Background: an optimization exercise with open tools, aiming at small area, a short achievable clock period and few clock cycles. Do not read the settings as production practice.
RTL that was checked went through simulation tests only; none was proved equivalent to the original.
Function not checked in runs 3 and 4: the RTL went through the layout flow alone.
No activity file was given, so power comes from the tool's default toggle rates.

### flow/flow/run.sh
#!/bin/bash
# The standard layout, with the ports buffered by plain buf_2 cells rather
# than the delay cells buffer_ports picks on its own.
set -euo pipefail
bash standard.sh "BUFFER_PORTS_ARGS=-buffer_cell sky130_fd_sc_hd__buf_2" finish > make_finish.log 2>&1
### flow/standard.sh
#!/bin/bash
# synth_recipe.tcl (not shown) runs the flow's synth.tcl, then flattens the netlist and writes it again
# the make line also repeats each setting of config.mk as NAME=value (left out here)
make -C /OpenROAD-flow-scripts/flow DESIGN_CONFIG=/design/flow/config.mk WORK_HOME=/design/flow/orfs CLKGATE_MAP_FILE= SYNTH_SCRIPT=/design/flow/synth_recipe.tcl "${@:-finish}"
### flow/config.mk
export PLATFORM = sky130hd
export DESIGN_NAME = outline_to_path_commands
export DESIGN_NICKNAME = outline_to_path_commands
export VERILOG_FILES = /design/flow/design.v
export SDC_FILE = /design/flow/constraint.sdc
export NUM_CORES = 4
export LEC_CHECK = 0
export CAP_MARGIN = 20
export CORE_MARGIN = 2
export CORE_UTILIZATION = 40
export SETUP_SLACK_MARGIN = 2.6
export SLEW_MARGIN = 20
### flow/constraint.sdc
create_clock -name core_clock -period 5.5 [get_ports {clk_i}]
set_input_delay 1.1000 -clock core_clock [delete_from_list [all_inputs] [get_ports {clk_i}]]
set_output_delay 1.1000 -clock core_clock [all_outputs]
set_load 0.01 [all_outputs]
### flow/design.v
`default_nettype none
module otpc_decode (
  input  wire logic         clk_i,
  input  wire logic         rst_ni,
  input  wire logic         acc_i,
  input  wire logic [15:0]  px_i,
  input  wire logic [15:0]  py_i,
  input  wire logic         on_i,
  input  wire logic         cubic_i,
  input  wire logic         cend_i,
  input  wire logic         oend_i,
  output logic              d_vld_o,    
  output logic [12:0]       d_desc_o,   
  output logic [1:0]        d_rem_o,    
  output logic              k0_conic_o,
  output logic              k0_cubic_o,
  output logic [31:0]       s_o,
  output logic [31:0]       p0_o,
  output logic [31:0]       p1_o,
  output logic [31:0]       x_o
);
  localparam logic [1:0] REM_NONE  = 2'd0;
  localparam logic [1:0] REM_CURVE = 2'd1;   
  localparam logic [1:0] REM_CLOSE = 2'd2;   
  localparam logic [1:0] REM_ERR   = 2'd3;   
  localparam logic [12:0] D_MOVE   = {3'd0, 2'd0, 3'b100, 3'b000, 2'b00};
  localparam logic [12:0] D_LINE   = {3'd1, 2'd0, 3'b100, 3'b000, 2'b00};
  localparam logic [12:0] D_QUADON = {3'd2, 2'd0, 3'b010, 3'b100, 2'b00};
  localparam logic [12:0] D_QUADCC = {3'd2, 2'd0, 3'b010, 3'b010, 2'b00};
  localparam logic [12:0] D_CUBIC  = {3'd3, 2'd0, 3'b010, 3'b010, 2'b10};
  localparam logic [12:0] D_CLQUAD = {3'd2, 2'd0, 3'b100, 3'b001, 2'b00};
  localparam logic [12:0] D_CLCUB  = {3'd3, 2'd0, 3'b010, 3'b100, 2'b01};
  localparam logic [12:0] D_CLLINE = {3'd1, 2'd0, 3'b001, 3'b000, 2'b00};
  localparam logic [12:0] D_ERRQ   = {3'd5, 2'd1, 3'b000, 3'b000, 2'b00};
  localparam logic [12:0] D_ERRC   = {3'd5, 2'd2, 3'b000, 3'b000, 2'b00};
  logic [15:0] sx_q, sy_q, p0x_q, p0y_q, p1x_q, p1y_q, xx_q, xy_q;
  logic k0n_q, k0c_q, k1c_q, k1o_q, k2o_q;
  logic open_q, drop_q;
  logic p_on, p_cub, p_con, endc;
  assign p_on  = on_i;
  assign p_cub = !on_i && cubic_i;
  assign p_con = !on_i && !cubic_i;
  assign endc  = cend_i | oend_i;
  function automatic logic [15:0] next_x(input logic [15:0] a, input logic [15:0] p,
                                          input logic conic);
    logic [15:0] t, g, pp, gn, pn;
    logic        t16, neg;
    t   = conic ? (a ^ p) : 16'd0;
    g   = conic ? (a & p) : a;
    pp  = t;
    t16 = t[15];
    for (int d = 1; d < 16; d = d * 2) begin
      gn = g;
      pn = pp;
      for (int i = d; i < 16; i++) begin
        gn[i] = g[i] | (pp[i] & g[i-d]);
        pn[i] = pp[i] & pp[i-d];
      end
      g  = gn;
      pp = pn;
    end
    neg = t16 ^ g[15];
    for (int j = 0; j < 16; j++) begin
      next_x[j] = ((j == 15) ? t16 : t[j+1]) ^ (g[j] | (pp[j] & neg));
    end
  endfunction
  logic [15:0] xx_d, xy_d;
  assign xx_d = next_x(p0x_q, px_i, k0n_q);
  assign xy_d = next_x(p0y_q, py_i, k0n_q);
  logic        k0on;
  logic        err3q, err3c, err3;
  logic        cl_err;
  logic [12:0] cmd3;
  logic        has3;
  logic [12:0] clk_desc;
  assign k0on = !k0n_q && !k0c_q;
  always_comb begin
    err3q = k0n_q && p_cub;
    err3c = k0c_q && ((p_on && !(k1c_q && k2o_q)) || p_con || (p_cub && !k1o_q));
    err3  = err3q | err3c;
    has3  = 1'b1;
    cmd3  = D_LINE;
    if (k0n_q && p_on)                       cmd3 = D_QUADON;
    else if (k0n_q && p_con)                 cmd3 = D_QUADCC;
    else if (k0c_q && p_on)                  cmd3 = D_CUBIC;
    else if (k0on && p_on)                   cmd3 = D_LINE;
    else                                     has3 = 1'b0;
    cl_err = p_cub && !(open_q && k0c_q);
    if (p_con)      clk_desc = D_CLQUAD;
    else if (p_cub) clk_desc = D_ERRC;    
    else            clk_desc = D_CLLINE;
    d_vld_o  = 1'b0;
    d_desc_o = D_MOVE;
    d_rem_o  = REM_NONE;
    if (drop_q) begin
      d_vld_o = 1'b0;
    end else if (!open_q) begin
      d_vld_o  = 1'b1;
      d_desc_o = D_MOVE;
      if (endc) d_rem_o = cl_err ? REM_ERR : REM_CURVE;
    end else if (err3) begin
      d_vld_o  = 1'b1;
      d_desc_o = err3q ? D_ERRQ : D_ERRC;
    end else if (has3) begin
      d_vld_o  = 1'b1;
      d_desc_o = cmd3;
      if (endc) d_rem_o = cl_err ? REM_ERR : REM_CURVE;
    end else if (endc) begin
      d_vld_o = 1'b1;
      if (cl_err) begin
        d_desc_o = D_ERRC;
      end else begin
        d_desc_o = p_con ? D_CLQUAD : D_CLCUB;
        d_rem_o  = REM_CLOSE;
      end
    end
  end
  always_ff @(posedge clk_i or negedge rst_ni) begin
    if (!rst_ni) begin
      open_q <= 1'b0;
      drop_q <= 1'b0;
    end else if (acc_i) begin
      if (drop_q) begin
        drop_q <= !oend_i;
      end else if (!open_q) begin
        open_q <= !endc;
        drop_q <= endc && cl_err && !oend_i;
      end else begin
        open_q <= !(err3 || endc);
        drop_q <= (err3 || (endc && cl_err)) && !oend_i;
      end
    end
  end
  always_ff @(posedge clk_i) begin
    if (acc_i) begin
      p0x_q <= px_i;
      p0y_q <= py_i;
      xx_q  <= xx_d;
      xy_q  <= xy_d;
      if (!(k0c_q && p_on)) begin
        p1x_q <= p0x_q;
        p1y_q <= p0y_q;
      end
      if (!open_q) begin
        sx_q  <= px_i;
        sy_q  <= py_i;
      end
      k0n_q <= p_con;
      k0c_q <= p_cub;
      k1c_q <= open_q && k0c_q;
      k1o_q <= !open_q || k0on || (k0n_q && p_con);
      k2o_q <= !open_q || k1o_q;
    end
  end
  assign k0_conic_o = k0n_q;
  assign k0_cubic_o = k0c_q;
  assign s_o  = {sx_q, sy_q};
  assign p0_o = {p0x_q, p0y_q};
  assign p1_o = {p1x_q, p1y_q};
  assign x_o  = {xx_q, xy_q};
endmodule
`default_nettype wire
`default_nettype none
module otpc_outbuf (
  input  wire logic         clk_i,
  input  wire logic         rst_ni,
  input  wire logic         acc_i,
  input  wire logic         d_vld_i,
  input  wire logic [12:0]  d_desc_i,
  input  wire logic [1:0]   d_rem_i,
  input  wire logic         k0_conic_i,
  input  wire logic         k0_cubic_i,
  input  wire logic [31:0]  s_i,
  input  wire logic [31:0]  p0_i,
  input  wire logic [31:0]  p1_i,
  input  wire logic [31:0]  x_i,
  output logic              more_o,     
  output logic              out_valid_o,
  input  wire logic         out_stall_i,
  output logic [2:0]        cmd_o,
  output logic [1:0]        err_o,
  output logic [31:0]       a_o,
  output logic [31:0]       b_o,
  output logic [31:0]       c_o,
  output logic              last_o
);
  localparam logic [1:0] REM_NONE  = 2'd0;
  localparam logic [1:0] REM_CURVE = 2'd1;
  localparam logic [1:0] REM_CLOSE = 2'd2;
  localparam logic [1:0] REM_ERR   = 2'd3;
  localparam logic [12:0] D_CLQUAD = {3'd2, 2'd0, 3'b100, 3'b001, 2'b00};
  localparam logic [12:0] D_CLCUB  = {3'd3, 2'd0, 3'b010, 3'b100, 2'b01};
  localparam logic [12:0] D_CLLINE = {3'd1, 2'd0, 3'b001, 3'b000, 2'b00};
  localparam logic [12:0] D_CLOSE  = {3'd4, 2'd0, 3'b000, 3'b000, 2'b00};
  localparam logic [12:0] D_ERRC   = {3'd5, 2'd2, 3'b000, 3'b000, 2'b00};
  logic        vld_q;
  logic [1:0]  rem_q;
  logic [12:0] desc_q;
  logic [12:0] desc_d;
  logic [7:0]  sely_q;   
  logic        take;
  assign take = vld_q && !out_stall_i;
  always_ff @(posedge clk_i or negedge rst_ni) begin
    if (!rst_ni) begin
      vld_q <= 1'b0;
      rem_q <= REM_NONE;
    end else if (acc_i) begin
      vld_q <= d_vld_i;
      rem_q <= d_vld_i ? d_rem_i : REM_NONE;
    end else if (take) begin
      vld_q <= (rem_q != REM_NONE);
      case (rem_q)
        REM_CURVE: rem_q <= REM_CLOSE;
        default:   rem_q <= REM_NONE;
      endcase
    end
  end
  always_comb begin
    desc_d = desc_q;
    if (acc_i) begin
      desc_d = d_desc_i;
    end else if (take) begin
      case (rem_q)
        REM_CURVE: desc_d = k0_conic_i ? D_CLQUAD : (k0_cubic_i ? D_CLCUB : D_CLLINE);
        REM_CLOSE: desc_d = D_CLOSE;
        default:   desc_d = D_ERRC;
      endcase
    end
  end
  always_ff @(posedge clk_i) begin
    desc_q <= desc_d;
  end
  always_ff @(posedge clk_i or negedge rst_ni) begin
    if (!rst_ni) begin
      sely_q <= '0;
    end else begin
      sely_q <= desc_d[7:0];
    end
  end
  assign more_o      = (rem_q != REM_NONE);
  assign out_valid_o = vld_q;
  assign last_o      = (rem_q == REM_NONE);
  assign cmd_o       = desc_q[12:10];
  assign err_o       = desc_q[9:8];
  logic [7:0] sy;
  assign sy = sely_q;
  assign a_o[31:16] = ({16{desc_q[7]}} & p0_i[31:16]) | ({16{desc_q[6]}} & p1_i[31:16]) |
                      ({16{desc_q[5]}} & s_i[31:16]);
  assign b_o[31:16] = ({16{desc_q[4]}} & p0_i[31:16]) | ({16{desc_q[3]}} & x_i[31:16]) |
                      ({16{desc_q[2]}} & s_i[31:16]);
  assign c_o[31:16] = ({16{desc_q[1]}} & p0_i[31:16]) | ({16{desc_q[0]}} & s_i[31:16]);
  assign a_o[15:0]  = ({16{sy[7]}} & p0_i[15:0]) | ({16{sy[6]}} & p1_i[15:0]) |
                      ({16{sy[5]}} & s_i[15:0]);
  assign b_o[15:0]  = ({16{sy[4]}} & p0_i[15:0]) | ({16{sy[3]}} & x_i[15:0]) |
                      ({16{sy[2]}} & s_i[15:0]);
  assign c_o[15:0]  = ({16{sy[1]}} & p0_i[15:0]) | ({16{sy[0]}} & s_i[15:0]);
endmodule
`default_nettype wire
`default_nettype none
module outline_to_path_commands (
  input  wire logic                 clk_i,
  input  wire logic                 rst_ni,
  input  wire logic                 in_valid_i,
  output logic                      in_stall_o,
  input  wire logic signed [15:0]   point_x_i,
  input  wire logic signed [15:0]   point_y_i,
  input  wire logic                 on_curve_i,
  input  wire logic                 cubic_control_i,
  input  wire logic                 contour_end_i,
  input  wire logic                 outline_end_i,
  output logic                      out_valid_o,
  input  wire logic                 out_stall_i,
  output logic [2:0]                command_o,
  output logic [1:0]                error_kind_o,
  output logic signed [15:0]        ax_o,
  output logic signed [15:0]        ay_o,
  output logic signed [15:0]        bx_o,
  output logic signed [15:0]        by_o,
  output logic signed [15:0]        cx_o,
  output logic signed [15:0]        cy_o,
  output logic                      run_last_o
);
  logic        acc;
  logic        more;
  logic        d_vld;
  logic [12:0] d_desc;
  logic [1:0]  d_rem;
  logic        k0_conic, k0_cubic;
  logic [31:0] s, p0, p1, x;
  logic [31:0] a, b, c;
  assign in_stall_o = more || (out_valid_o && out_stall_i);
  assign acc        = in_valid_i && !in_stall_o;
  otpc_decode u_decode (
    .clk_i      (clk_i),
    .rst_ni     (rst_ni),
    .acc_i      (acc),
    .px_i       (point_x_i),
    .py_i       (point_y_i),
    .on_i       (on_curve_i),
    .cubic_i    (cubic_control_i),
    .cend_i     (contour_end_i),
    .oend_i     (outline_end_i),
    .d_vld_o    (d_vld),
    .d_desc_o   (d_desc),
    .d_rem_o    (d_rem),
    .k0_conic_o (k0_conic),
    .k0_cubic_o (k0_cubic),
    .s_o        (s),
    .p0_o       (p0),
    .p1_o       (p1),
    .x_o        (x)
  );
  otpc_outbuf u_outbuf (
    .clk_i       (clk_i),
    .rst_ni      (rst_ni),
    .acc_i       (acc),
    .d_vld_i     (d_vld),
    .d_desc_i    (d_desc),
    .d_rem_i     (d_rem),
    .k0_conic_i  (k0_conic),
    .k0_cubic_i  (k0_cubic),
    .s_i         (s),
    .p0_i        (p0),
    .p1_i        (p1),
    .x_i         (x),
    .more_o      (more),
    .out_valid_o (out_valid_o),
    .out_stall_i (out_stall_i),
    .cmd_o       (command_o),
    .err_o       (error_kind_o),
    .a_o         (a),
    .b_o         (b),
    .c_o         (c),
    .last_o      (run_last_o)
  );
  assign ax_o = a[31:16];
  assign ay_o = a[15:0];
  assign bx_o = b[31:16];
  assign by_o = b[15:0];
  assign cx_o = c[31:16];
  assign cy_o = c[15:0];
endmodule
`default_nettype wire
==> reports/metrics.cfg, run 1 <==
[clocking]
cts_buffers = 17
cts_tree = yes
cts.path.max_buffers = 2
cts-root-buf = clkbuf_16
cts_max_level = 4
clkSinkCount = 159
cts.reportedPaths.clkPinSlew_ns = 0.06
clock_latency_ns = 0.43

[global_route]
gr-total-overflow = 0
grt_util_all_layers_pct = 21.80
antenna_found_initial = 1
grt_pass1_vias = 7037
grt_max_degree = 60
grt_pass1_wl_um = 37970

[routing]
vias_per_cell = 5.991
ant_nets = 0
drcViolationCount = 0
drt_wl_total_um = 25070
drt_iter0_drc = 731
drt_first_pass_iters = 7
wl_per_cell_um = 20.55
vias = 7309

[synth]
netlist.area_leader.share_pct = 47.86
syn_area_um2 = 8658
yosys_warnings = 2
ys_types = 62
ys.flop_type = edfxtp_1
syn-instance-count = 772
yosysSeqAreaShare_pct = 53.47
synth_edf_count = 138
ys_top_cells_by_area = edfxtp_1 (48%), a222oi_1 (7.4%), ha_1 (5.1%)
synth_most_common_cell = edfxtp_1
ys_async_sr_fraction_pct = 8.176
synth.net_count = 847
avgSynthCellArea_um2 = 11.22
synth_top_area_cell = edfxtp_1
ys_seq_elements = 159
synth_common_cells = edfxtp_1 (138), inv_1 (81), a222oi_1 (64), nand2_1 (50), a21oi_1 (38)

[floorplanning]
die_area_um2 = 22840
initial_core_util_pct = 40.93
die_y_um = 151.1
io_pins = 144
core_um2 = 21150
rows = 53
die_x_um = 151.1

[critical_path]
worstReg2RegStart = u_decode.p0x_q[3]
cp_slowest_cell = or4_4
start_kind = input port
arrival_ns = 3.21
critPathLaunch = point_x_i[1]
crit_chain = buf_8 -> ha_4 -> nand2_4 -> or3_4 -> or2_4 -> or4_4 -> a211o_1 -> a31oi_1 -> o221ai_1
path_max_fanout = 3
worstPathRequired_ns = 5.66
r2r_cells = 8
slowest_delay_ns = 0.44
worst_setup_path_end_kind = flop
criticalPathCategory = in -> reg

[timing]
fin_setup_tns_ns = 0
min_period_ns = 3.053
fin_ws_ns = 2.447
timing.fmax_ghz = 0.3275
fin_skew_ns = 0.009766
maxSlewViolCount = 0
fin_crit_sh_pct = 55.52
tightestPinTransition_ns = 0.7273
setup_viol = 0
hold_slack_ns = 0.5248
rsz0062_at_grt = yes
hold_violations = 0
slew_headroom_pct = 51.52

[placed_design]
gp_congestion = 0.9092
preCtsSetupSlack_ns = 1.860
dp_hpwl_um = 16200
port-buffer-count = 143
dpl.cell_count = 1150

[power]
irDropWorstVdd_mv = 0.2185
p_leak_nw = 4.803
p_per_area_nw_per_um2 = 236.5

[outcome]
status = finished clean

[hold_path]
worstHoldStart = u_outbuf.rem_q[1]
hold_depth = 2
hold_path.class = reg -> reg

[finish]
area_delta_synth_final_pct = 30.51
instances_no_fill = 1220
nFillCells = 1820
antenna_cells = 0
fin_nets = 1007
layout-drive-gt1-share_pct = 35.98

[job]
maxCapViolCount = 0

## worst paths after layout
kind | endpoint | slack [ns]
max | u_decode.xx_q[13] | 2.45
min | u_outbuf.rem_q[1] | 0.52
max reg2reg | u_decode.xx_q[13] | 2.64
min reg2reg | u_outbuf.rem_q[1] | 0.52
max in group asynchronous | u_outbuf.sely_q[4] | 4.68
min in group asynchronous | u_outbuf.sely_q[1] | 0.56
## cell families after synthesis
family | count (synthesis) | share of synthesized area, %
multiplexers | 14 | 1.763
buffers and inverters | 127 | 5.809
AO/OA/AOI/OAI | 249 | 22.64
AND/OR/NAND/NOR | 173 | 9.740
flip-flops | 159 | 53.47
XOR/XNOR | 15 | 1.517
adder cells (fa/ha/maj) | 35 | 5.058
## state kept, by name (all words and copies together), names as in the netlist, 2 cells and up
name	count
u_decode.p0y_q	16
u_decode.sy_q	16
u_outbuf.sely_q	8
u_decode.p0x_q	16
u_decode.p1y_q	16
u_decode.sx_q	16
u_outbuf.desc_q	13
u_decode.xy_q	16
u_outbuf.rem_q	2
u_decode.xx_q	16
u_decode.p1x_q	16
## per-stage QoR
step | area, µm² | total power, W | utilization (%)
finish | 11300 | 0.002673 | 53.42
global route | 11300 | 0.002761 | 53.42
CTS | 10800 | 0.002657 | 51.04
detailed placement | 9889 | 0.001487 | 46.75
global placement | 9889 | 0.001487 | 46.75
floorplan | 8971 | 0.001437 | -
## cell type report
| cell class | instances | area (µm²) | share of cell area (%) |
|---|---|---|---|
| Multi-Input combinational cell | 486 | 4272 | 37.80 |
| Clock buffer | 21 | 493.0 | 4.363 |
| Sequential cell | 159 | 4647 | 41.12 |
| Timing Repair Buffer | 187 | 1140 | 10.09 |
| Inverter | 81 | 314.1 | 2.779 |
| Clock inverter | 11 | 90.09 | 0.7973 |
| Tap cell | 275 | 344.1 | 3.045 |
## where the power goes
part / total, W / internal, W / switching, W
Sequential: 0.00131 / 0.00131 / 0
Clock: 0.00116 / 0.000654 / 0.000505
Combinational: 0.000209 / 0.000103 / 0.000106
Total: 0.00267 / 0.00206 / 0.000610
## metal layers
layer	vias to the layer above	global-route usage [%]	part of all wire, %	wire length (µm)
met5	-	0	0.052	13
met4	2	9.486	2.2	548
met3	32	3.253	6.8	1695
met2	337	35.59	49	12180
met1	3568	28.97	42	10630
li1	3370	-	-	-
## critical path: cells and delay by family
| family | cells | cell delay (ns) |
|---|---|---|
| compound gates | 3 | 0.59 |
| fa+ha+maj | 1 | 0.28 |
| buf+inv | 1 | 0.10 |
| simple gates | 4 | 1.14 |
## layout by cell type (no fill, tap or decap), drive strengths merged, types with 3 or more instances in the layout
cell | netlist | routed
mux2i | 4 | 4
mux2 | 10 | 10
dfrtp | 13 | 13
nand2 | 50 | 50
o21a | 5 | 5
or3 | 4 | 4
o21bai | 5 | 5
a22o | 33 | 33
inv | 81 | 86
buf | 12 | 187
and3 | 12 | 12
clkbuf | 34 | 21
o311ai | 6 | 6
o41ai | 3 | 3
xor2 | 3 | 3
edfxtp | 138 | 138
a222oi | 64 | 64
dfxtp | 8 | 8
nor2 | 35 | 35
nor3 | 6 | 6
a221oi | 3 | 3
nand3 | 22 | 22
o221ai | 6 | 6
o31ai | 4 | 4
clkinv | 0 | 3
o21ai | 25 | 25
nand2b | 17 | 17
nor2b | 9 | 9
a211oi | 3 | 3
or2 | 6 | 6
a21o | 13 | 13
a21oi | 38 | 38
o22ai | 3 | 3
xnor2 | 12 | 12
a22oi | 4 | 4
nand4 | 5 | 5
ha | 35 | 35
clkinvlp | 0 | 3
a211o | 6 | 6
a31oi | 8 | 8
## repair_timing
action,in CTS,in global routing
setup buffers,20,18
pin swaps,31,37
endpoints found under the setup margin,64,37
hold buffers,0,0
cloned,0,0
gates resized for setup,46,79
Testbench counts, summed over its fixed seeds: cycles 16,807.
==> run 2: changes to the inputs <==
--- a/flow/config.mk
+++ b/flow/config.mk
@@ -8,5 +8,5 @@
 export CAP_MARGIN = 20
 export CORE_MARGIN = 2
 export CORE_UTILIZATION = 40
-export SETUP_SLACK_MARGIN = 2.6
+export SETUP_SLACK_MARGIN = 2.4
 export SLEW_MARGIN = 20
==> run 2 against run 1 <==
Critical path type is now reg -> reg. Power rose by 0.30%. Sequential share of layout area rose by 2.8 points. Worst setup slack got worse by 0.040 ns. Via count fell by 3.3%. Synthesized cell count did not move. Clock power rose by 4%. Clock skew rose by 0.0076 ns. Still clean on timing, DRC and antenna. Register-to-register slack got worse by 0.23 ns. Final area fell by 6.6%. Count of clock-buffer cells in the layout fell by 1. Die area did not move.
==> reports/metrics.cfg, run 2 <==
[floorplanning]
die_x_um = 151.1  ; unchanged
die_y_um = 151.1  ; unchanged
die_area_um2 = 22840  ; unchanged
io_pins = 144  ; unchanged
rows = 53  ; unchanged
core_um2 = 21150  ; unchanged
initial_core_util_pct = 40.93  ; unchanged

[global_route]
grt_util_all_layers_pct = 22.08  ; +0.28 points
antenna_found_initial = 0  ; -1
grt_pass1_wl_um = 38140  ; +0.44%
grt_max_degree = 52  ; -13%
gr-total-overflow = 0  ; unchanged
grt_pass1_vias = 6666  ; -5.3%

[synth]
syn_area_um2 = 8658  ; unchanged
synth_top_area_cell = edfxtp_1
netlist.area_leader.share_pct = 47.86  ; unchanged
yosys_warnings = 2  ; unchanged
yosysSeqAreaShare_pct = 53.47  ; unchanged
synth.net_count = 847  ; unchanged
synth_edf_count = 138  ; unchanged
ys_top_cells_by_area = edfxtp_1 (48%), a222oi_1 (7.4%), ha_1 (5.1%)
synth_common_cells = edfxtp_1 (138), inv_1 (81), a222oi_1 (64), nand2_1 (50), a21oi_1 (38)
synth_most_common_cell = edfxtp_1
ys.flop_type = edfxtp_1
ys_types = 62  ; unchanged
syn-instance-count = 772  ; unchanged
ys_seq_elements = 159  ; unchanged
ys_async_sr_fraction_pct = 8.176  ; unchanged
avgSynthCellArea_um2 = 11.22  ; unchanged

[critical_path]
arrival_ns = 3.34  ; +0.13 ns
path_max_fanout = 51  ; +48
worstReg2RegStart = u_decode.k0n_q
worst_setup_path_end_kind = flop
r2r_slack_ns = 2.41  ; -0.23 ns
cp_num_buf_inv = 1  ; unchanged
worstPathRequired_ns = 5.75  ; +0.09 ns
cp_slowest_cell = buf_4
crit_chain = buf_4 -> and3_1 -> nand3_2 -> or4_4 -> o21ba_4 -> o211a_4 -> or2_1 -> o311ai_2
criticalPathCategory = reg -> reg
r2r_end = u_decode.xy_q[14]
r2r_cells = 8  ; unchanged
start_kind = flop
crit_family = simple AND/OR/NAND/NOR gates
slowest_delay_ns = 0.54  ; +0.10 ns

[clocking]
cts-root-buf = clkbuf_16
cts.path.max_buffers = 2  ; unchanged
cts_hold_buf = 0  ; unchanged
clock_latency_ns = 0.43  ; about the same
cts.reportedPaths.clkPinSlew_ns = 0.06  ; about the same
cts_buffers = 17  ; unchanged
cts_max_level = 4  ; unchanged
clkSinkCount = 159  ; unchanged
cts_tree = yes

[outcome]
status = finished clean

[finish]
fin_nets = 977  ; -3.0%
area_delta_synth_final_pct = 21.84
final_common_cell = buf_2
layout-drive-gt1-share_pct = 27.21  ; -8.8 points
layout_common_cells = buf_2 (143), edfxtp_1 (138), inv_1 (79)
instances_no_fill = 1190  ; -2.5%
antenna_cells = 0  ; unchanged

[timing]
fin_setup_tns_ns = 0  ; unchanged
fin_skew_ns = 0.01732  ; +0.007556 ns
tightestPinTransition_ns = 1.009  ; +0.2814 ns
rsz0062_at_grt = yes
hold_violations = 0  ; unchanged
maxSlewViolCount = 0  ; unchanged
slew_headroom_pct = 32.67  ; -19 points
fin_crit_sh_pct = 56.24  ; +0.72 points
setup_viol = 0  ; unchanged
min_period_ns = 3.093  ; +0.03965 ns
timing.fmax_ghz = 0.3233  ; -1.3%

[routing]
drt_first_pass_iters = 7  ; unchanged
drcViolationCount = 0  ; unchanged
vias = 7068  ; -3.3%
vias_per_cell = 5.939  ; -0.86%
wl_per_cell_um = 21.28  ; +3.6%
drt_wl_total_um = 25330  ; +1.0%
ant_nets = 0  ; unchanged
drt_iter0_drc = 1090  ; +49%

[hold_path]
hold_depth = 2  ; unchanged
hold_path.class = reg -> reg
min_to = u_outbuf.rem_q[1]
worstHoldStart = u_outbuf.rem_q[1]

[placed_design]
port-buffer-count = 143  ; unchanged
gp_congestion = 0.8952  ; -1.5%
dpl.cell_count = 1151  ; +0.087%
dp_hpwl_um = 16980  ; +4.8%

[power]
p_leak_nw = 4.577  ; -4.7%
irDropWorstVdd_mv = 0.1889  ; -14%
p_per_area_nw_per_um2 = 254.1  ; +7.4%

[job]
maxCapViolCount = 0  ; unchanged

run 2: worst register-to-register path, stage by stage (launching register included):
cell	delay, ns
edfxtp_1	0.45
buf_4	0.54
and3_1	0.28
nand3_2	0.11
or4_4	0.54
o21ba_4	0.23
o211a_4	0.25
or2_1	0.24
o311ai_2	0.27
run 2: routing by layer:
layer / GRT usage, % / up-vias / share of wire [%]
met5: 0 / - / 0
met2: 33.00 / 301 / 45
li1: - / 3305 / -
met1: 33.06 / 3443 / 46
met3: 4.127 / 19 / 8.3
met4: 5.561 / 0 / 1.1
run 2: layout make-up:
type | count | area [µm²]
Clock buffer | 20 | 436.7
Clock inverter | 12 | 160.2
Fill cell | 1954 | 10610
Inverter | 81 | 307.8
Multi-Input combinational cell | 486 | 3835
Sequential cell | 159 | 4632
Tap cell | 275 | 344.1
Timing Repair Buffer | 157 | 833.3
run 2: where the power goes:
group	internal, W	switching [W]	leakage (nW)
Combinational	0.0000726	0.0000892	2.83
Clock	0.000719	0.000494	0.278
Sequential	0.00131	0	1.47
Total	0.00210	0.000584	4.58
run 2: worst max-delay path by stage:
| stage | from | endpoint | slack [ns] | depth (start not counted) |
|---|---|---|---|---|
| 2_1_floorplan | point_x_i[2] | u_decode.xx_q[13] | 2.18 | 8 |
| 3_3_place_gp | point_x_i[9] | u_decode.xx_q[14] | 1.75 | 9 |
| 3_5_place_dp | point_x_i[9] | u_decode.xx_q[14] | 1.75 | 9 |
| 4_1_cts | point_y_i[13] | u_decode.xy_q[14] | 2.41 | 10 |
| 5_1_grt | point_x_i[9] | u_decode.xx_q[13] | 2.34 | 10 |
| 6_report | u_decode.k0n_q | u_decode.xy_q[14] | 2.41 | 8 |
run 2: stage by stage:
step | hold slack [ns] | util, % | total power [W] | setup slack, ns | instance area, µm²
global route | 0.5638 | 49.87 | 0.002763 | 2.343 | 10550
CTS | 0.5334 | 49.63 | 0.002696 | 2.408 | 10500
finish | 0.5401 | 49.87 | 0.002681 | 2.407 | 10550
detailed placement | 0.5174 | 46.21 | 0.001481 | 1.750 | 9776
floorplan | 0.4879 | - | 0.001431 | 2.182 | 8837
global placement | 0.5219 | 46.12 | 0.001480 | 1.753 | 9756
run 2: timing repair:
action	in CTS	in global routing
resized for setup	15	14
endpoints found under the hold margin	0	0
setup endpoints to repair	12	17
cloned	0	0
buffers inserted	5	2
pin swaps	14	12
run 2: cell families (layout without fill, tap and decap cells):
logic type      after synthesis  count (layout)  share of synthesized area (%)
flops                       159             159                          53.47
mux                          14              14                          1.763
xor+xnor                     15              15                          1.517
compound gates              249             249                          22.64
fa+ha+maj                    35              35                          5.058
buf+inv                     127             270                          5.809
simple gates                173             173                          9.740
==> run 3: changes to the inputs <==
--- a/flow/design.v
+++ b/flow/design.v
@@ -35,6 +35,7 @@
   localparam logic [12:0] D_ERRC   = {3'd5, 2'd2, 3'b000, 3'b000, 2'b00};
   logic [15:0] sx_q, sy_q, p0x_q, p0y_q, p1x_q, p1y_q, xx_q, xy_q;
   logic k0n_q, k0c_q, k1c_q, k1o_q, k2o_q;
+  logic k0ny_q;   
   logic open_q, drop_q;
   logic p_on, p_cub, p_con, endc;
   assign p_on  = on_i;
@@ -66,7 +67,7 @@
   endfunction
   logic [15:0] xx_d, xy_d;
   assign xx_d = next_x(p0x_q, px_i, k0n_q);
-  assign xy_d = next_x(p0y_q, py_i, k0n_q);
+  assign xy_d = next_x(p0y_q, py_i, k0ny_q);
   logic        k0on;
   logic        err3q, err3c, err3;
   logic        cl_err;
@@ -116,6 +117,13 @@
     end
   end
   always_ff @(posedge clk_i or negedge rst_ni) begin
+    if (!rst_ni) begin
+      k0ny_q <= 1'b0;
+    end else if (acc_i) begin
+      k0ny_q <= p_con;
+    end
+  end
+  always_ff @(posedge clk_i or negedge rst_ni) begin
     if (!rst_ni) begin
       open_q <= 1'b0;
       drop_q <= 1'b0;
==> flow/flow/run.sh (replaced) <==
#!/bin/bash
# The standard layout, with the ports buffered by plain buf_1 cells rather
# than the delay cells buffer_ports picks on its own.
set -euo pipefail
bash standard.sh "BUFFER_PORTS_ARGS=-buffer_cell sky130_fd_sc_hd__buf_1" finish > make_finish.log 2>&1
--- a/flow/config.mk
+++ b/flow/config.mk
@@ -7,6 +7,8 @@
 export LEC_CHECK = 0
 export CAP_MARGIN = 20
 export CORE_MARGIN = 2
-export CORE_UTILIZATION = 40
+export CORE_UTILIZATION = 60
+export CTS_BUF_LIST = sky130_fd_sc_hd__clkbuf_8
+export CTS_CLUSTER_SIZE = 40
 export SETUP_SLACK_MARGIN = 2.4
 export SLEW_MARGIN = 20
==> run 3 against run 2 <==
Via count is 3.3% higher. Count of clock-buffer cells in the layout is 3 lower. Clock power is 29% lower. Maximum frequency is 0.56% higher. Clock skew is 0.0064 ns lower. Sequential share of layout area is 1.9 points higher. Wire length is 5.6% lower. Critical path depth is 2 higher. Die area is 32% lower. Cell count is 7.3% lower. Synthesized area is 0.98% higher. Critical endpoint is now u_decode.xx_q[10].
==> reports/metrics.cfg, run 3 <==
[outcome]
status = finished clean

[critical_path]
path_max_fanout = 7  ; -86%
criticalPathCategory = in -> reg
crit_chain = buf_1 -> ha_1 -> nand2_1 -> o21ai_4 -> nor2b_2 -> o21ai_1 -> a31o_4 -> a311o_4 -> o311ai_2 -> o221ai_1
start_kind = input port
cp_slowest_cell = a311o_4
worstPathRequired_ns = 5.70  ; -0.05 ns
arrival_ns = 3.28  ; -0.06 ns
worst_setup_path_end_kind = flop
r2r_slack_ns = 2.62  ; +0.21 ns
r2r_cells = 9  ; +1
slowest_delay_ns = 0.38  ; -0.16 ns

[routing]
ant_nets = 0  ; unchanged
wl_per_cell_um = 21.66  ; +1.8%
wl_met2_um = 11620  ; +2.9%
vias_per_cell = 6.617  ; +11%
wl_met3_um = 2216  ; +5.2%
drt_iter0_drc = 1031  ; -5.4%
met1Wirelength_um = 9412  ; -19%
drcViolationCount = 0  ; unchanged
drt_wl_total_um = 23900  ; -5.6%
topRoutingLayerUsed = met4
drt_first_pass_iters = 6  ; -1
vias = 7298  ; +3.3%

[floorplanning]
io_pins = 144  ; unchanged
die_area_um2 = 15550  ; -32%
rows = 44  ; -17%
die_x_um = 124.7  ; -17%
die_y_um = 124.7  ; -17%
core_um2 = 14370  ; -32%
initial_core_util_pct = 60.85  ; +20 points

[synth]
synth_edf_count = 138  ; unchanged
ys_types = 74  ; +19%
avgSynthCellArea_um2 = 11.15  ; -0.56%
ys_async_sr_fraction_pct = 8.750  ; +0.57 points
yosys_warnings = 2  ; unchanged
netlist.area_leader.share_pct = 47.40  ; -0.47 points
synth_top_area_cell = edfxtp_1
synth_most_common_cell = edfxtp_1
ys_top_cells_by_area = edfxtp_1 (47%), a222oi_1 (7.3%), ha_1 (5.0%)
synth.net_count = 859  ; +1.4%
syn_area_um2 = 8743  ; +0.98%
ys.flop_type = edfxtp_1
yosysSeqAreaShare_pct = 53.23  ; -0.23 points
synth_common_cells = edfxtp_1 (138), inv_1 (81), a222oi_1 (64), nand2_1 (58), nor2_1 (49)
ys_seq_elements = 160  ; +0.63%
syn-instance-count = 784  ; +1.6%

[timing]
maxSlewViolCount = 0  ; unchanged
hold_violations = 0  ; unchanged
hold_slack_ns = 0.5457  ; +0.005630 ns
timing.fmax_ghz = 0.3251  ; +0.56%
min_period_ns = 3.076  ; -0.01709 ns
fin_setup_tns_ns = 0  ; unchanged
rsz0062_at_grt = yes
fin_skew_ns = 0.01094  ; -0.006382 ns
slew_headroom_pct = 38.56  ; +5.9 points
tightestPinTransition_ns = 0.9203  ; -0.08837 ns
fin_crit_sh_pct = 55.93  ; -0.31 points
fin_ws_ns = 2.424  ; +0.01709 ns
setup_viol = 0  ; unchanged

[clocking]
cts_buffers = 17  ; unchanged
cts_hold_buf = 0  ; unchanged
cts-root-buf = clkbuf_8
cts_max_level = 4  ; unchanged
cts.path.max_buffers = 2  ; unchanged
cts.reportedPaths.clkPinSlew_ns = 0.08  ; +0.02 ns
clkSinkCount = 160  ; +0.63%
cts_tree = yes
clock_latency_ns = 0.46  ; +0.03 ns

[finish]
final_area_um2 = 10160  ; -3.7%
fin_nets = 982  ; +0.51%
layout-drive-gt1-share_pct = 12.19  ; -15 points
antenna_cells = 0  ; unchanged
layout_common_cells = buf_1 (140), edfxtp_1 (138), inv_1 (82)
area_delta_synth_final_pct = 16.18
final_common_cell = buf_1

[placed_design]
dp_hpwl_um = 15820  ; -6.8%
post_dp_cell_area_um2 = 9674  ; -1.0%
preCtsSetupSlack_ns = 1.943  ; +0.1928 ns
port-buffer-count = 143  ; unchanged
gp_congestion = 0.9177  ; +2.5%

[power]
p_per_area_nw_per_um2 = 227.1  ; -11%
p_leak_nw = 3.966  ; -13%
irDropWorstVdd_mv = 0.1375  ; -27%

[global_route]
grt_max_degree = 42  ; -19%
grt_pass1_vias = 6980  ; +4.7%
antenna_found_initial = 0  ; unchanged
grt_util_all_layers_pct = 30.28  ; +8.2 points
gr-total-overflow = 0  ; unchanged
grt_pass1_wl_um = 37160  ; -2.6%

[job]
maxCapViolCount = 0  ; unchanged

[hold_path]
hold_depth = 2  ; unchanged
hold_path.class = reg -> reg

run 3: cell type report:
class / instances / area [µm²]
Clock inverter: 14 / 152.6
Inverter: 82 / 311.5
Sequential cell: 160 / 4656
Clock buffer: 17 / 234.0
Timing Repair Buffer: 151 / 616.8
Fill cell: 1065 / 4210
Tap cell: 184 / 230.2
Multi-Input combinational cell: 495 / 3958
run 3: layer usage:
metal  vias up  global-route usage (%)
met5         -                       0
met4         0                   12.56
met3        51                   6.357
met2       425                   48.51
met1      3527                   40.41
li1       3295                       -
run 3: metrics by stage:
stage                     instances  util [%]  total power [W]
after floorplan                 784         -         0.001425
after global placement         1069     67.19         0.001463
after detailed placement       1070     67.33         0.001466
after CTS                      1101     70.05         0.002312
after global routing           1103     70.70         0.002385
final                          1103     70.70         0.002307
run 3: where the power goes:
part           switching, W  leakage, nW  total [W]  internal, W
logic             0.0000776         2.29   0.000137    0.0000598
clock network      0.000424        0.192   0.000860     0.000437
registers                 0         1.49    0.00131      0.00131
total              0.000501         3.97    0.00231      0.00181
run 3: what timing repair did:
action                                  CTS  global route
resized for setup                         1            15
endpoints found under the setup margin    2            14
pin swaps                                 0             1
buffers inserted                          0             2
run 3: final timing paths:
kind | from | endpoint
setup / recovery | point_x_i[2] | u_decode.xx_q[10]
hold / removal | u_outbuf.rem_q[1] | u_outbuf.rem_q[1]
setup reg to reg | u_decode.p0x_q[13] | u_decode.xx_q[10]
hold reg to reg | u_outbuf.rem_q[1] | u_outbuf.rem_q[1]
max in group asynchronous | rst_ni | u_outbuf.sely_q[6]
min in group asynchronous | rst_ni | u_decode.drop_q
run 3: worst max-delay path, delay by kind of cell:
family,cells,cell delay (ns)
AO/OA/AOI/OAI,6,1.42
adder cells (fa/ha/maj),1,0.36
buffers and inverters,1,0.10
AND/OR/NAND/NOR,2,0.31
run 3: cells by family after synthesis:
logic type	Yosys count	share of synthesized area [%]
DFF	160	53.23
xor gates and xnor gates	22	2.204
AOI/OAI and AO/OA	246	22.14
buffers and inverters	129	5.838
and+or+nand+nor	175	9.416
muxes	17	2.161
adders and majority gates	35	5.009
==> run 4: changes to the inputs <==
--- a/flow/config.mk
+++ b/flow/config.mk
@@ -10,5 +10,5 @@
 export CORE_UTILIZATION = 60
 export CTS_BUF_LIST = sky130_fd_sc_hd__clkbuf_8
 export CTS_CLUSTER_SIZE = 40
-export SETUP_SLACK_MARGIN = 2.4
+export SETUP_SLACK_MARGIN = 2.7
 export SLEW_MARGIN = 20
==> run 4 against run 3 <==
Highest routed layer unchanged. Register-to-register slack barely moved. Synthesized area did not move. Sequential cell count did not move. Sequential share of layout area fell by 4.3 points.
==> reports/metrics.cfg, run 4 <==
[outcome]
status = finished clean

[clocking]
cts_hold_buf = 0  ; unchanged
cts-root-buf = clkbuf_8
cts.path.max_buffers = 2  ; unchanged
cts.reportedPaths.clkPinSlew_ns = 0.08  ; about the same
clock_latency_ns = 0.47  ; about the same
cts_max_level = 4  ; unchanged
cts_tree = yes
clkSinkCount = 160  ; unchanged
cts_buffers = 17  ; unchanged

[power]
p_per_area_nw_per_um2 = 212.9  ; -6.3%
p_leak_nw = 4.448  ; +12%
net-switching-power_w = 0.0005365  ; +7.1%
irDropWorstVdd_mv = 0.1391  ; +1.2%
p_int_w = 0.001866  ; +3.3%
clkPwrFrac_pct = 37.8  ; +0.5 points
swShare_pct = 22.34  ; +0.61 points
pwr-share-seq_pct = 54.5  ; -2.2 points
p_comb_share_pct = 7.7  ; +1.7 points

[critical_path]
worst_setup_path_end_kind = flop
r2r_slack_ns = 2.62  ; about the same
worstPathRequired_ns = 5.71  ; about the same
start_kind = input port
r2r_cells = 10  ; +1
criticalPathCategory = in -> reg
r2r_end = u_decode.xy_q[14]
arrival_ns = 3.24  ; -0.04 ns
worstReg2RegStart = u_decode.p0y_q[3]
path_max_fanout = 7  ; unchanged

[placed_design]
gp_congestion = 0.9392  ; +2.3%
dp_hpwl_um = 15880  ; +0.34%
port-buffer-count = 143  ; unchanged
preCtsSetupSlack_ns = 1.881  ; -0.06180 ns

[finish]
multi_input_area_um2 = 4404  ; +11%
layout-drive-gt1-share_pct = 26.31  ; +14 points
regArea_um2 = 4690  ; +0.73%
post-route-util_pct = 78.54  ; +7.8 points
antenna_cells = 0  ; unchanged
layout_common_cells = edfxtp_1 (138), buf_1 (115), inv_1 (82)
area_delta_synth_final_pct = 29.06
fin_nets = 1039  ; +5.8%
nFillCells = 878  ; -18%
final_common_cell = edfxtp_1

[routing]
ant_nets = 0  ; unchanged
wl_per_cell_um = 23.19  ; +7.1%
vias = 7763  ; +6.4%
drt_wl_total_um = 26930  ; +13%
vias_per_cell = 6.686  ; +1.1%
drt_first_pass_iters = 9  ; +3
drt_iter0_drc = 1220  ; +18%
drcViolationCount = 0  ; unchanged

[global_route]
grt_pass1_vias = 7351  ; +5.3%
gr-total-overflow = 0  ; unchanged
grt_util_all_layers_pct = 31.93  ; +1.7 points
grt_pass1_wl_um = 39190  ; +5.4%
antenna_found_initial = 0  ; unchanged
grt_max_degree = 53  ; +26%

[timing]
fin_crit_sh_pct = 55.08  ; -0.85 points
setup_viol = 0  ; unchanged
fin_ws_ns = 2.471  ; +0.04650 ns
tightestPinTransition_ns = 0.8348  ; -0.08549 ns
slew_headroom_pct = 44.35  ; +5.8 points
rsz0062_at_grt = yes
fin_setup_tns_ns = 0  ; unchanged
timing.fmax_ghz = 0.3301  ; +1.5%
maxSlewViolCount = 0  ; unchanged
fin_skew_ns = 0.01428  ; +0.003340 ns
min_period_ns = 3.030  ; -0.04650 ns
hold_violations = 0  ; unchanged

[synth]
avgSynthCellArea_um2 = 11.15  ; unchanged
synth.net_count = 859  ; unchanged
syn-instance-count = 784  ; unchanged
netlist.area_leader.share_pct = 47.40  ; unchanged
syn_area_um2 = 8743  ; unchanged
yosys_warnings = 2  ; unchanged
synth_top_area_cell = edfxtp_1
ys_types = 74  ; unchanged
ys.flop_type = edfxtp_1
synth_most_common_cell = edfxtp_1
ys_async_sr_fraction_pct = 8.750  ; unchanged
synth_edf_count = 138  ; unchanged
yosysSeqAreaShare_pct = 53.23  ; unchanged
ys_top_cells_by_area = edfxtp_1 (47%), a222oi_1 (7.3%), ha_1 (5.0%)
synth_common_cells = edfxtp_1 (138), inv_1 (81), a222oi_1 (64), nand2_1 (58), nor2_1 (49)
ys_seq_elements = 160  ; unchanged

[floorplanning]
die_x_um = 124.7  ; unchanged
rows = 44  ; unchanged
initial_core_util_pct = 60.85  ; unchanged
core_um2 = 14370  ; unchanged
die_area_um2 = 15550  ; unchanged
io_pins = 144  ; unchanged
die_y_um = 124.7  ; unchanged

[hold_path]
min_to = u_outbuf.rem_q[1]
worstHoldStart = u_outbuf.rem_q[1]
hold_depth = 2  ; unchanged
hold_path.class = reg -> reg

[job]
maxCapViolCount = 0  ; unchanged

[run 4: cell counts after synthesis]
No cell type changed its count.
[run 4: area by class of cell]
cell class | count | share of cell area [%]
clock buffers | 19 | 2.317
inverters | 82 | 2.761
repair buffers | 208 | 10.98
clock inverters | 13 | 1.319
multi-input cells | 495 | 39.03
flip-flops and latches | 160 | 41.56
well taps | 184 | 2.040
[run 4: cells by family after synthesis]
logic type	after synthesis	share of synthesized area, %
buf+inv	129	5.838
fa+ha+maj	35	5.009
xor+xnor	22	2.204
simple gates	175	9.416
flops	160	53.23
mux	17	2.161
compound gates	246	22.14
[run 4: power groups by stage]
stage / registers [W] / clock network (W) / logic, W
after floorplan: 0.00134 / 0 / 0.0000895
after detailed placement: 0.00134 / 0 / 0.000133
after global routing: 0.00131 / 0.000963 / 0.000199
after global placement: 0.00134 / 0 / 0.000129
final: 0.00131 / 0.000908 / 0.000185
after CTS: 0.00131 / 0.000912 / 0.000154
[run 4: repair_timing]
item,CTS,global route
pin swaps,33,68
setup endpoints to repair,105,53
gates resized for setup,72,84
hold endpoints to repair,0,0
setup buffers,23,36
[run 4: critical path, cell delays in order]
cell      delay, ns
buf_8          0.10
ha_4           0.25
a21o_1         0.18
a2111o_1       0.37
a41oi_2        0.21
or2_4          0.23
a41oi_2        0.14
o21bai_1       0.26
xor2_1         0.13
mux2_4         0.27
[run 4: worst max-delay path by stage]
stage | start | end | cells past startpoint
final | point_y_i[13] | u_decode.xy_q[2] | 10
after global routing | point_y_i[3] | u_decode.xy_q[14] | 11
after CTS | point_x_i[13] | u_decode.xx_q[10] | 10
after detailed placement | point_x_i[1] | u_decode.xx_q[10] | 10
after global placement | point_x_i[13] | u_decode.xx_q[10] | 10
after floorplan | point_x_i[13] | u_decode.xx_q[10] | 9
[run 4: layer usage]
layer,global-route usage (%),up-vias,wire length [µm]
met3,5.155,97,2420
met5,0,-,0
met4,12.89,0,981
li1,-,3413,-
met2,52.91,509,13240
met1,42.23,3744,10290
[run 4: metrics by stage]
stage / power (W) / std cells / hold WS, ns / cell area [µm²]
global route: 0.002471 / 1161 / 0.5591 / 11280
CTS: 0.002375 / 1125 / 0.5527 / 10660
global placement: 0.001465 / 1069 / 0.5088 / 9738
finish: 0.002402 / 1161 / 0.5516 / 11280
floorplan: 0.001426 / 784 / 0.4938 / 9130
detailed placement: 0.001470 / 1070 / 0.5315 / 9758
==> run 5: changes to the inputs <==
--- a/flow/design.v
+++ b/flow/design.v
@@ -35,7 +35,6 @@
   localparam logic [12:0] D_ERRC   = {3'd5, 2'd2, 3'b000, 3'b000, 2'b00};
   logic [15:0] sx_q, sy_q, p0x_q, p0y_q, p1x_q, p1y_q, xx_q, xy_q;
   logic k0n_q, k0c_q, k1c_q, k1o_q, k2o_q;
-  logic k0ny_q;   
   logic open_q, drop_q;
   logic p_on, p_cub, p_con, endc;
   assign p_on  = on_i;
@@ -67,7 +66,7 @@
   endfunction
   logic [15:0] xx_d, xy_d;
   assign xx_d = next_x(p0x_q, px_i, k0n_q);
-  assign xy_d = next_x(p0y_q, py_i, k0ny_q);
+  assign xy_d = next_x(p0y_q, py_i, k0n_q);
   logic        k0on;
   logic        err3q, err3c, err3;
   logic        cl_err;
@@ -117,13 +116,6 @@
     end
   end
   always_ff @(posedge clk_i or negedge rst_ni) begin
-    if (!rst_ni) begin
-      k0ny_q <= 1'b0;
-    end else if (acc_i) begin
-      k0ny_q <= p_con;
-    end
-  end
-  always_ff @(posedge clk_i or negedge rst_ni) begin
     if (!rst_ni) begin
       open_q <= 1'b0;
       drop_q <= 1'b0;
--- a/flow/config.mk
+++ b/flow/config.mk
@@ -7,8 +7,8 @@
 export LEC_CHECK = 0
 export CAP_MARGIN = 20
 export CORE_MARGIN = 2
-export CORE_UTILIZATION = 60
+export CORE_UTILIZATION = 70
 export CTS_BUF_LIST = sky130_fd_sc_hd__clkbuf_8
 export CTS_CLUSTER_SIZE = 40
-export SETUP_SLACK_MARGIN = 2.7
+export SETUP_SLACK_MARGIN = 2.2
 export SLEW_MARGIN = 20
==> run 5 against run 4 <==
Synthesized cell count shrank 1.5%. Hold slack gained 0.0018 ns. Utilization grew 3.5 points. Largest cell class unchanged.
==> reports/metrics.cfg, run 5 <==
[routing]
wl_per_cell_um = 21.80  ; -6.0%
ant_nets = 0  ; unchanged
drt_iter0_drc = 1227  ; +0.57%
drt_wl_total_um = 23480  ; -13%
drcViolationCount = 0  ; unchanged
vias = 7338  ; -5.5%
drt_first_pass_iters = 9  ; unchanged
vias_per_cell = 6.813  ; +1.9%

[clocking]
clock_latency_ns = 0.48  ; about the same
cts_max_level = 4  ; unchanged
clkSinkCount = 159  ; -0.63%
cts_tree = yes
cts-root-buf = clkbuf_8
cts.reportedPaths.clkPinSlew_ns = 0.09  ; about the same
cts_buffers = 17  ; unchanged
cts.path.max_buffers = 2  ; unchanged

[synth]
avgSynthCellArea_um2 = 11.22  ; +0.57%
syn-instance-count = 772  ; -1.5%
netlist.area_leader.share_pct = 47.86  ; +0.47 points
yosys_warnings = 2  ; unchanged
ys_seq_elements = 159  ; -0.63%
ys_types = 62  ; -16%
ys.flop_type = edfxtp_1
synth.net_count = 847  ; -1.4%
ys_top_cells_by_area = edfxtp_1 (48%), a222oi_1 (7.4%), ha_1 (5.1%)
synth_common_cells = edfxtp_1 (138), inv_1 (81), a222oi_1 (64), nand2_1 (50), a21oi_1 (38)
synth_edf_count = 138  ; unchanged
synth_most_common_cell = edfxtp_1
syn_area_um2 = 8658  ; -0.97%
synth_top_area_cell = edfxtp_1
ys_async_sr_fraction_pct = 8.176  ; -0.57 points
yosysSeqAreaShare_pct = 53.47  ; +0.23 points

[outcome]
status = finished clean

[critical_path]
worst_setup_path_end_kind = flop
cp_num_buf_inv = 1  ; unchanged
cp_slowest_cell = or4_1
critPathLaunch = point_y_i[13]
slowest_delay_ns = 0.46  ; +0.09 ns
worstPathRequired_ns = 5.80  ; +0.09 ns
crit_chain = clkbuf_2 -> ha_4 -> a21o_1 -> a21oi_1 -> a31oi_2 -> or4_1 -> o21ba_4 -> o211a_1 -> or2_1 -> o311ai_1
arrival_ns = 3.55  ; +0.31 ns
path_max_fanout = 7  ; unchanged
worstReg2RegStart = u_decode.p0y_q[13]
r2r_slack_ns = 2.48  ; -0.14 ns
criticalPathCategory = in -> reg
start_kind = input port
crit_family = compound AO/OA/AOI/OAI gates

[floorplanning]
die_y_um = 115.2  ; -7.6%
die_x_um = 115.2  ; -7.6%
rows = 40  ; -9.1%
initial_core_util_pct = 71.78  ; +11 points
die_area_um2 = 13270  ; -15%
core_um2 = 12060  ; -16%
io_pins = 144  ; unchanged

[timing]
fin_skew_ns = 0.01064  ; -0.003645 ns
rsz0062_at_grt = no
setup_viol = 0  ; unchanged
slew_headroom_pct = 36.68  ; -7.7 points
maxSlewViolCount = 0  ; unchanged
hold_violations = 0  ; unchanged
fin_crit_sh_pct = 59.09  ; +4.0 points
fin_setup_tns_ns = 0  ; unchanged
min_period_ns = 3.250  ; +0.2205 ns
tightestPinTransition_ns = 0.9484  ; +0.1137 ns
timing.fmax_ghz = 0.3077  ; -6.8%

[power]
p_leak_nw = 3.956  ; -11%
irDropWorstVdd_mv = 0.2868  ; +110%
p_per_area_nw_per_um2 = 242.4  ; +14%

[hold_path]
worstHoldStart = u_outbuf.vld_q
hold_path.class = reg -> reg

[placed_design]
port-buffer-count = 143  ; unchanged
dp_hpwl_um = 15210  ; -4.2%
gp_congestion = 1.086  ; +16%
dpl.cell_count = 1041  ; -2.7%

[finish]
nFillCells = 724  ; -18%
layout_common_cells = buf_1 (141), edfxtp_1 (138), inv_1 (80)
antenna_cells = 0  ; unchanged
instances_no_fill = 1077  ; -7.2%
fin_nets = 971  ; -6.5%
area_delta_synth_final_pct = 14.29
final_common_cell = buf_1
layout-drive-gt1-share_pct = 8.801  ; -18 points

[global_route]
grt_util_all_layers_pct = 35.65  ; +3.7 points
grt_pass1_wl_um = 36070  ; -7.9%
grt_pass1_vias = 7163  ; -2.6%
grt_max_degree = 63  ; +19%
antenna_found_initial = 0  ; unchanged
gr-total-overflow = 0  ; unchanged

[job]
maxCapViolCount = 0  ; unchanged

[run 5: worst paths after layout]
check,depth (start not counted),end
worst max-delay path,10,u_decode.xy_q[14]
worst min-delay path,1,u_outbuf.vld_q
worst max register to register,9,u_decode.xy_q[14]
worst min register to register,1,u_outbuf.vld_q
max in group asynchronous,1,u_decode.open_q
min in group asynchronous,1,u_outbuf.sely_q[5]
[run 5: layout make-up]
type / instances / area (µm²) / share of cell area [%]
multi-input cells: 486 / 3686 / 37.25
repair buffers: 151 / 631.9 / 6.385
clock inverters: 15 / 196.4 / 1.985
inverters: 81 / 307.8 / 3.110
well taps: 168 / 210.2 / 2.124
clock buffers: 17 / 234.0 / 2.364
flip-flops and latches: 159 / 4629 / 46.78
[run 5: cells by family (layout without fill, tap and decap cells)]
| kind of cell | after synthesis | after routing | share of synthesized area (%) |
|---|---|---|---|
| muxes | 14 | 14 | 1.763 |
| xor gates and xnor gates | 15 | 15 | 1.517 |
| adders and majority gates | 35 | 35 | 5.058 |
| and+or+nand+nor | 173 | 173 | 9.740 |
| AOI/OAI and AO/OA | 249 | 249 | 22.64 |
| buffers and inverters | 127 | 264 | 5.809 |
| DFF | 159 | 159 | 53.47 |
[run 5: power breakdown]
part | internal [W] | total [W] | switching [W]
clock | 0.000465 | 0.000943 | 0.000478
combinational | 0.0000623 | 0.000151 | 0.0000892
sequential | 0.00130 | 0.00130 | 0
[run 5: worst reg2reg max path, cell delays in order (launching register included)]
cell and delay, ns:
edfxtp_1 0.52, ha_4 0.30, a21o_1 0.16, a21oi_1 0.21, a31oi_2 0.19, or4_1 0.46, o21ba_4 0.24, o211a_1 0.26
or2_1 0.26, o311ai_1 0.27
[run 5: per-stage QoR]
step	total power [W]	cell area, µm²	hold slack, ns	setup slack, ns	util, %
final	0.002399	9896	0.5534	2.250	82.04
after global routing	0.002465	9896	0.5733	2.189	82.04
after CTS	0.002393	9802	0.5563	2.217	81.27
after detailed placement	0.001474	9366	0.5357	1.710	77.66
after global placement	0.001466	9366	0.5082	1.824	77.66
after floorplan	0.001428	8761	0.4879	2.182	-
[run 5: layer usage]
metal | vias to the layer above | routed length, µm | global-route usage [%]
met1 | 3456 | 8480 | 44.30
li1 | 3291 | - | -
met5 | - | 0 | 0
met3 | 77 | 2447 | 7.380
met2 | 514 | 11810 | 60.08
met4 | 0 | 744 | 17.03
[run 5: what timing repair did]
item,CTS,global route
gates resized for setup,1,14
pin swaps,0,0
setup endpoints to repair,1,16
hold buffers,0,0
setup buffers,0,3
Testbench counts of run 5, summed over its fixed seeds: cycles 16,807.
==> run 6: changes to the inputs <==
--- a/flow/config.mk
+++ b/flow/config.mk
@@ -7,8 +7,8 @@
 export LEC_CHECK = 0
 export CAP_MARGIN = 20
 export CORE_MARGIN = 2
-export CORE_UTILIZATION = 70
+export CORE_UTILIZATION = 60
 export CTS_BUF_LIST = sky130_fd_sc_hd__clkbuf_8
 export CTS_CLUSTER_SIZE = 40
-export SETUP_SLACK_MARGIN = 2.2
+export SETUP_SLACK_MARGIN = 2.4
 export SLEW_MARGIN = 20
==> run 6 against run 5 <==
Sequential power about the same. Hold slack got worse by 0.0051 ns. Critical path type unchanged. Utilization down 10 points. Cell count rose by 1.8%. Synthesized cell count unchanged. Critical path depth fell by 1. Largest power group unchanged. Clock power fell by 11%.
==> reports/metrics.cfg, run 6 <==
[outcome]
status = finished clean

[timing]
slew_headroom_pct = 38.81  ; +2.1 points
hold_violations = 0  ; unchanged
rsz0062_at_grt = yes
fin_setup_tns_ns = 0  ; unchanged
min_period_ns = 3.086  ; -0.1636 ns
fin_skew_ns = 0.009370  ; -0.001266 ns
tightestPinTransition_ns = 0.9166  ; -0.03183 ns
timing.fmax_ghz = 0.3240  ; +5.3%
fin_crit_sh_pct = 56.12  ; -3.0 points
maxSlewViolCount = 0  ; unchanged
setup_viol = 0  ; unchanged

[clocking]
cts.reportedPaths.clkPinSlew_ns = 0.08  ; about the same
cts_tree = yes
clkSinkCount = 159  ; unchanged
cts.path.max_buffers = 2  ; unchanged
cts-root-buf = clkbuf_8
cts_buffers = 17  ; unchanged
cts_max_level = 4  ; unchanged
clock_latency_ns = 0.45  ; -0.03 ns
cts_hold_buf = 0  ; unchanged

[routing]
ant_nets = 0  ; unchanged
drcViolationCount = 0  ; unchanged
vias_per_cell = 6.599  ; -3.2%
drt_wl_total_um = 23370  ; -0.45%
drt_first_pass_iters = 8  ; -1
wl_per_cell_um = 21.33  ; -2.2%
vias = 7232  ; -1.4%
drt_iter0_drc = 1040  ; -15%

[power]
irDropWorstVdd_mv = 0.1557  ; -46%
p_leak_nw = 3.971  ; +0.39%
power_w = 0.002300  ; -4.1%
p_per_area_nw_per_um2 = 228.8  ; -5.6%

[critical_path]
r2r_cells = 8  ; -1
start_kind = input port
path_max_fanout = 3  ; -4
arrival_ns = 3.28  ; -0.27 ns
worstReg2RegStart = u_decode.p0x_q[3]
criticalPathCategory = in -> reg
worst_setup_path_end_kind = flop
r2r_end = u_decode.xx_q[13]
worstPathRequired_ns = 5.69  ; -0.11 ns
r2r_slack_ns = 2.61  ; +0.13 ns

[floorplanning]
rows = 43  ; +7.5%
core_um2 = 13990  ; +16%
die_x_um = 124.1  ; +7.7%
die_area_um2 = 15410  ; +16%
initial_core_util_pct = 61.90  ; -9.9 points
die_y_um = 124.1  ; +7.7%
io_pins = 144  ; unchanged

[synth]
ys_async_sr_fraction_pct = 8.176  ; unchanged
synth.net_count = 847  ; unchanged
synth_top_area_cell = edfxtp_1
synth_common_cells = edfxtp_1 (138), inv_1 (81), a222oi_1 (64), nand2_1 (50), a21oi_1 (38)
avgSynthCellArea_um2 = 11.22  ; unchanged
ys_seq_elements = 159  ; unchanged
syn-instance-count = 772  ; unchanged
netlist.area_leader.share_pct = 47.86  ; unchanged
synth_edf_count = 138  ; unchanged
yosys_warnings = 2  ; unchanged
ys_top_cells_by_area = edfxtp_1 (48%), a222oi_1 (7.4%), ha_1 (5.1%)
synth_most_common_cell = edfxtp_1
ys_types = 62  ; unchanged
yosysSeqAreaShare_pct = 53.47  ; unchanged
ys.flop_type = edfxtp_1
syn_area_um2 = 8658  ; unchanged

[finish]
regArea_um2 = 4633  ; about the same
multi_input_area_um2 = 3814  ; +3.5%
post-route-util_pct = 71.84  ; -10 points
layout_common_cells = edfxtp_1 (138), buf_1 (136), inv_1 (80)
area_delta_synth_final_pct = 16.07
fin_nets = 978  ; +0.72%
final_common_cell = edfxtp_1
layout-drive-gt1-share_pct = 12.23  ; +3.4 points
antenna_cells = 0  ; unchanged
nFillCells = 1061  ; +47%

[global_route]
grt_pass1_vias = 6736  ; -6.0%
grt_pass1_wl_um = 35120  ; -2.6%
grt_util_all_layers_pct = 30.21  ; -5.4 points
antenna_found_initial = 0  ; unchanged
grt_max_degree = 62  ; -1.6%
gr-total-overflow = 0  ; unchanged

[placed_design]
port-buffer-count = 143  ; unchanged
gp_congestion = 0.9952  ; -8.4%
dp_hpwl_um = 15440  ; +1.5%

[hold_path]
hold_path.class = reg -> reg
min_to = u_outbuf.rem_q[1]
hold_depth = 2  ; +1
worstHoldStart = u_outbuf.rem_q[1]

[job]
maxCapViolCount = 0  ; unchanged

run 6: logic make-up after synthesis:
group / share of synthesized area [%]
buffers and inverters: 5.809
DFF: 53.47
and+or+nand+nor: 9.740
muxes: 1.763
xor gates and xnor gates: 1.517
AOI/OAI and AO/OA: 22.64
adders and majority gates: 5.058
run 6: how the worst max path moves through the flow:
| stage | endpoint | startpoint | slack (ns) | cells past startpoint |
|---|---|---|---|---|
| 2_1_floorplan | u_decode.xx_q[13] | point_x_i[2] | 2.18 | 8 |
| 3_3_place_gp | u_decode.xx_q[13] | point_x_i[3] | 1.90 | 9 |
| 3_5_place_dp | u_decode.xx_q[13] | point_x_i[3] | 1.83 | 9 |
| 4_1_cts | u_decode.xy_q[14] | point_y_i[13] | 2.38 | 10 |
| 5_1_grt | u_decode.xx_q[8] | point_x_i[1] | 2.38 | 10 |
| 6_report | u_decode.xx_q[13] | point_x_i[3] | 2.41 | 9 |
run 6: stage by stage:
stage	cells	setup WS, ns	hold slack (ns)	instance area (µm²)
after detailed placement	1053	1.833	0.5197	9455
after global placement	1053	1.903	0.5162	9455
after global routing	1096	2.384	0.5746	10050
after floorplan	772	2.182	0.4879	8837
final	1096	2.414	0.5482	10050
after CTS	1091	2.381	0.5395	9891
run 6: per-layer routing:
layer	routed length, µm	track usage (%)	vias to the layer above	part of all wire (%)
li1	-	-	3310	-
met1	9345	39.02	3502	40
met2	11630	51.13	380	50
met3	1924	6.639	40	8.2
met4	469	9.199	0	2.0
met5	0	0	-	0
run 6: area by class of cell:
class,instances,area share (%)
Clock buffer,17,2.328
Clock inverter,15,1.444
Inverter,81,3.063
Multi-Input combinational cell,486,37.95
Sequential cell,159,46.10
Tap cell,180,2.241
Timing Repair Buffer,158,6.873
run 6: timing repair:
action | 4_1_cts | 5_1_grt
setup endpoints to repair | 9 | 17
pin swaps | 3 | 14
gates resized for setup | 4 | 32
setup buffers | 6 | 4
run 6: worst max-delay path, stage by stage:
cell and delay (ns):
buf_2 0.13, ha_4 0.27, nand2_2 0.05, or3_4 0.41, or2_4 0.28, or4_4 0.42
a211o_1 0.32, a31oi_1 0.17, o221ai_1 0.12
run 6: power breakdown:
part           internal (W)  switching [W]  total, W
Combinational     0.0000682      0.0000908  0.000159
Sequential          0.00130              0   0.00130
Clock              0.000400       0.000437  0.000837

==> what the ideal ports hide <==
Ports are ideal in the flow. The routed layouts listed here were re-timed in OpenROAD. Step 1, drivers: a clkbuf_16 drives clk_i and a buf_2 each remaining input, both assumed. Step 2 also shifts input and output timing later by t, the mid clock arrival at the registers, as if the neighbouring blocks saw the same clock. Three values: no drivers, after step 1, after step 2; two values: the first two.
run	shift t [ns]	slack for setup (ns)	hold slack, ns	cell pins on the clock port's net
run 1	0.470	2.447 / 2.452 / 1.982	0.525 / 0.525 / 0.525	1
run 2	0.460	2.407 / 2.407 / 1.976	0.540 / 0.540 / 0.540	1
run 3	0.495	2.424 / 2.433 / 1.938	0.546 / 0.546 / 0.546	1
run 4	0.499	2.471 / 2.467 / 1.968	0.552 / 0.552 / 0.552	1
run 5	0.508	2.250 / 2.261 / 1.752	0.553 / 0.553 / 0.553	1
run 6	0.487	2.414 / 2.429 / 1.942	0.548 / 0.548 / 0.548	1
After both steps every run listed still meets setup and hold. For run 4, which loses most, drivers alone change the setup slack by -0.004 ns; drivers and shift together by -0.503 ns.
